This is an optimization exercise on Yosys and OpenROAD, whose aim is small area, a short achievable clock period and few clock cycles per item, not a production implementation.
At most, simulation tests tie the RTL to the original design; equivalence was not proved.

== P ==
// masked_sbox_pipe
module masked_sbox_pipe (
  input  logic        clk,
  input  logic        rst,
  input  logic        in_valid,
  output logic        in_ready,
  input  logic        in_encrypt,
  input  logic [31:0] in_a,
  input  logic [31:0] in_m,
  input  logic [31:0] in_n,
  input  logic        flush,
  output logic        out_valid,
  input  logic        out_ready,
  output logic [31:0] out_q,
  output logic [31:0] out_n,
  output logic        mask_err
);
For scale: about 780 cells after synthesis, ~67 flip-flops, roughly 170 I/O pins, roughly 0.0076 mm2 of cells after synthesis.
==> flow/config.mk <==
export PLATFORM = sky130hd
export DESIGN_NAME = masked_sbox_pipe
export DESIGN_NICKNAME = masked_sbox_pipe
export VERILOG_FILES = /design/flow/design.v
export SDC_FILE = /design/flow/constraint.sdc
export NUM_CORES = 4
export LEC_CHECK = 0
export ABC_CLOCK_PERIOD_IN_PS = 27000
export CAP_MARGIN = 20
export CORE_MARGIN = 2
export CORE_UTILIZATION = 40
export SLEW_MARGIN = 20
export SYNTH_HIERARCHICAL = 1
==> flow/constraint.sdc <==
create_clock -name core_clock -period 27.0 [get_ports {clk}]
set_input_delay 5.4000 -clock core_clock [delete_from_list [all_inputs] [get_ports {clk}]]
set_output_delay 5.4000 -clock core_clock [all_outputs]
set_load 0.01 [all_outputs]
standard.sh (not shown) runs the stock make flow with config.mk's settings and CLKGATE_MAP_FILE= SYNTH_SCRIPT=/design/flow/synth_recipe.tcl, a recipe that flattens the netlist after the stock synthesis.
==> flow/flow/run.sh <==
#!/bin/bash
set -euo pipefail
export BUFFER_PORTS_ARGS="-buffer_cell sky130_fd_sc_hd__buf_1"
export CTS_ARGS="-sink_clustering_enable -repair_clock_nets -dont_use_dummy_load -buf_list sky130_fd_sc_hd__clkbuf_8"
bash standard.sh > standard_flow.log 2>&1
Here is what was changed in the inputs of Q compared with P.
==> flow/flow/run.sh <==
#!/bin/bash
set -euo pipefail
export BUFFER_PORTS_ARGS="-buffer_cell sky130_fd_sc_hd__buf_1"
export CTS_ARGS="-repair_clock_nets -dont_use_dummy_load -buf_list sky130_fd_sc_hd__clkbuf_8"
bash standard.sh > standard_flow.log 2>&1
From P to Q, non-clock buffer count did not move at all. As far as final global-route overflow total is concerned, P and Q perform about the same. Reported for Q and P, number of clock buffers in the layout turned out identical to the last digit. As far as number of CTS-inserted buffers goes, P and Q are indistinguishable; the numbers are identical. Met1 track demand over resource: Q vs P identical. Going from P to Q, length in cells of the worst reg-to-reg path level, time the final worst path needs with I/O delays and setup level. Comparing Q with P, the final weighted congestion in routability-driven placement came out essentially unchanged. Between Q and P, the cell area after synthesis does not differ in any meaningful way.
Function was not checked in any run of this note: the RTL went through the layout flow alone.


masked_sbox_pipe, a different RTL version from the one above (not shown whole).
Size: about 780 cells after synthesis, ~170 I/O pins, about 0.0076 mm² of cells after synthesis.
clock: 27.0 ns
lec_check: 0
abc_clock_period_in_ps: 27000
cap_margin: 20
core_margin: 2
core_utilization: 40
slew_margin: 20
synth_hierarchical: 1
==> flow/flow/run.sh <==
#!/bin/bash
set -euo pipefail
export BUFFER_PORTS_ARGS="-buffer_cell sky130_fd_sc_hd__buf_1"
export CTS_ARGS="-sink_clustering_enable -repair_clock_nets -dont_use_dummy_load -buf_list sky130_fd_sc_hd__clkbuf_8"
bash standard.sh > standard_flow.log 2>&1
Testbench counts at the start, summed over its fixed seeds: cycles 4,104, items 4,096.
Rerun with:
Settings changed: CORE_UTILIZATION 40 to 75, PLACE_DENSITY from default to 0.85.
=> Wire length goes up by 2.1%. Final cell count goes down by 8.5%. Die area goes down by 46%. Utilization goes up by 40 points. Fmax goes down by 1.7%. Synthesized cell count is unchanged. Sequential share of layout area goes up by 0.35 points. Hold slack barely changes.
Rerun with:
==> flow/flow/run.sh (replaced) <==
#!/bin/bash
set -euo pipefail
export BUFFER_PORTS_ARGS="-buffer_cell sky130_fd_sc_hd__buf_1"
export CTS_ARGS="-sink_clustering_enable -repair_clock_nets -dont_use_dummy_load -buf_list sky130_fd_sc_hd__clkbuf_4 -root_buf sky130_fd_sc_hd__clkbuf_8"
bash standard.sh > standard_flow.log 2>&1
Settings changed: CORE_UTILIZATION 75 to 40, PLACE_DENSITY 0.85 to default.
=> Sequential share of layout area drops by 0.35 points. Cell area rises by 1.5%. Maximum frequency goes up by 1.7%. Die area grows by 84%. Synthesized cell count stays the same. Global-route usage went down by 15 points. Worst setup slack improves by 0.20 ns. Wire length decreases by about 2%. Hold slack hardly moves.
Rerun with:
==> flow/flow/run.sh (replaced) <==
#!/bin/bash
set -euo pipefail
export BUFFER_PORTS_ARGS="-buffer_cell sky130_fd_sc_hd__buf_1"
export CTS_ARGS="-sink_clustering_enable -repair_clock_nets -dont_use_dummy_load -buf_list sky130_fd_sc_hd__clkbuf_8"
bash standard.sh > standard_flow.log 2>&1
Settings changed: CORE_UTILIZATION 40 to 60.
After rerunning: Final area goes down slightly. Die area goes down by a quarter to a third. Wire length is about the same. Fmax is about the same. Synthesized cell count stays the same. Clock skew goes up by 0.0044 ns. Clock-buffer cell count stays the same. Synthesized area is unchanged.
Rerun with:
Settings changed: ABC_CLOCK_PERIOD_IN_PS 27000 to 300, CORE_UTILIZATION 60 to 40.
What happened:
- The new run passed the timing, DRC and antenna checks
- synthesized area is unchanged
- setup slack improved by 0.016 ns
- design area grows by 0.93%
- worst hold slack improved by 0.044 ns
- wire length barely changes
- global-route usage shrinks by 8.0 points
- non-clock buffer count does not change
- register-to-register slack improved by 0.20 ns
- clock skew shrinks by 0.0044 ns
Rerun with:
Settings changed: ABC_CLOCK_PERIOD_IN_PS 300 to 700.
Effect: The new run ran to the end with no violations; setup slack is unchanged; non-clock buffer count stays the same; die area is unchanged; final cell count is unchanged.

re-timing with driven ports:
In the flow no input, the clock included, has a driving cell. The finished layouts below were timed again as built, in two steps. Step 1 assumes that a clkbuf_16 drives the clock port and a buf_2 every other input. Step 2 also shifts input and output timing later by t, the mid clock arrival at the registers, as if the neighbouring blocks saw the same clock. a / b / c = ideal ports / drivers / drivers and shift; a / b = the first two.
run	t (ns)	setup slack, ns	clock arrival spread, ns	cell pins on the clock port's net
P	0.385	15.408 / 15.372 / 15.676	0.017 / 0.018	1
Q	0.385	15.408 / 15.372 / 15.676	0.017 / 0.018	1
the first run of note 2	0.394	15.606 / 15.572 / 15.673	0.021 / 0.021	1
the second run of note 2	0.377	15.407 / 15.371 / 15.703	0.016 / 0.016	1
the third run of note 2	0.394	15.606 / 15.572 / 15.673	0.021 / 0.021	1
the fourth run of note 2	0.381	15.591 / 15.555 / 15.698	0.019 / 0.019	1
the fifth run of note 2	0.394	15.606 / 15.572 / 15.673	0.021 / 0.021	1
the sixth run of note 2	0.394	15.606 / 15.572 / 15.673	0.021 / 0.021	1
After both steps every run listed still meets setup and hold.
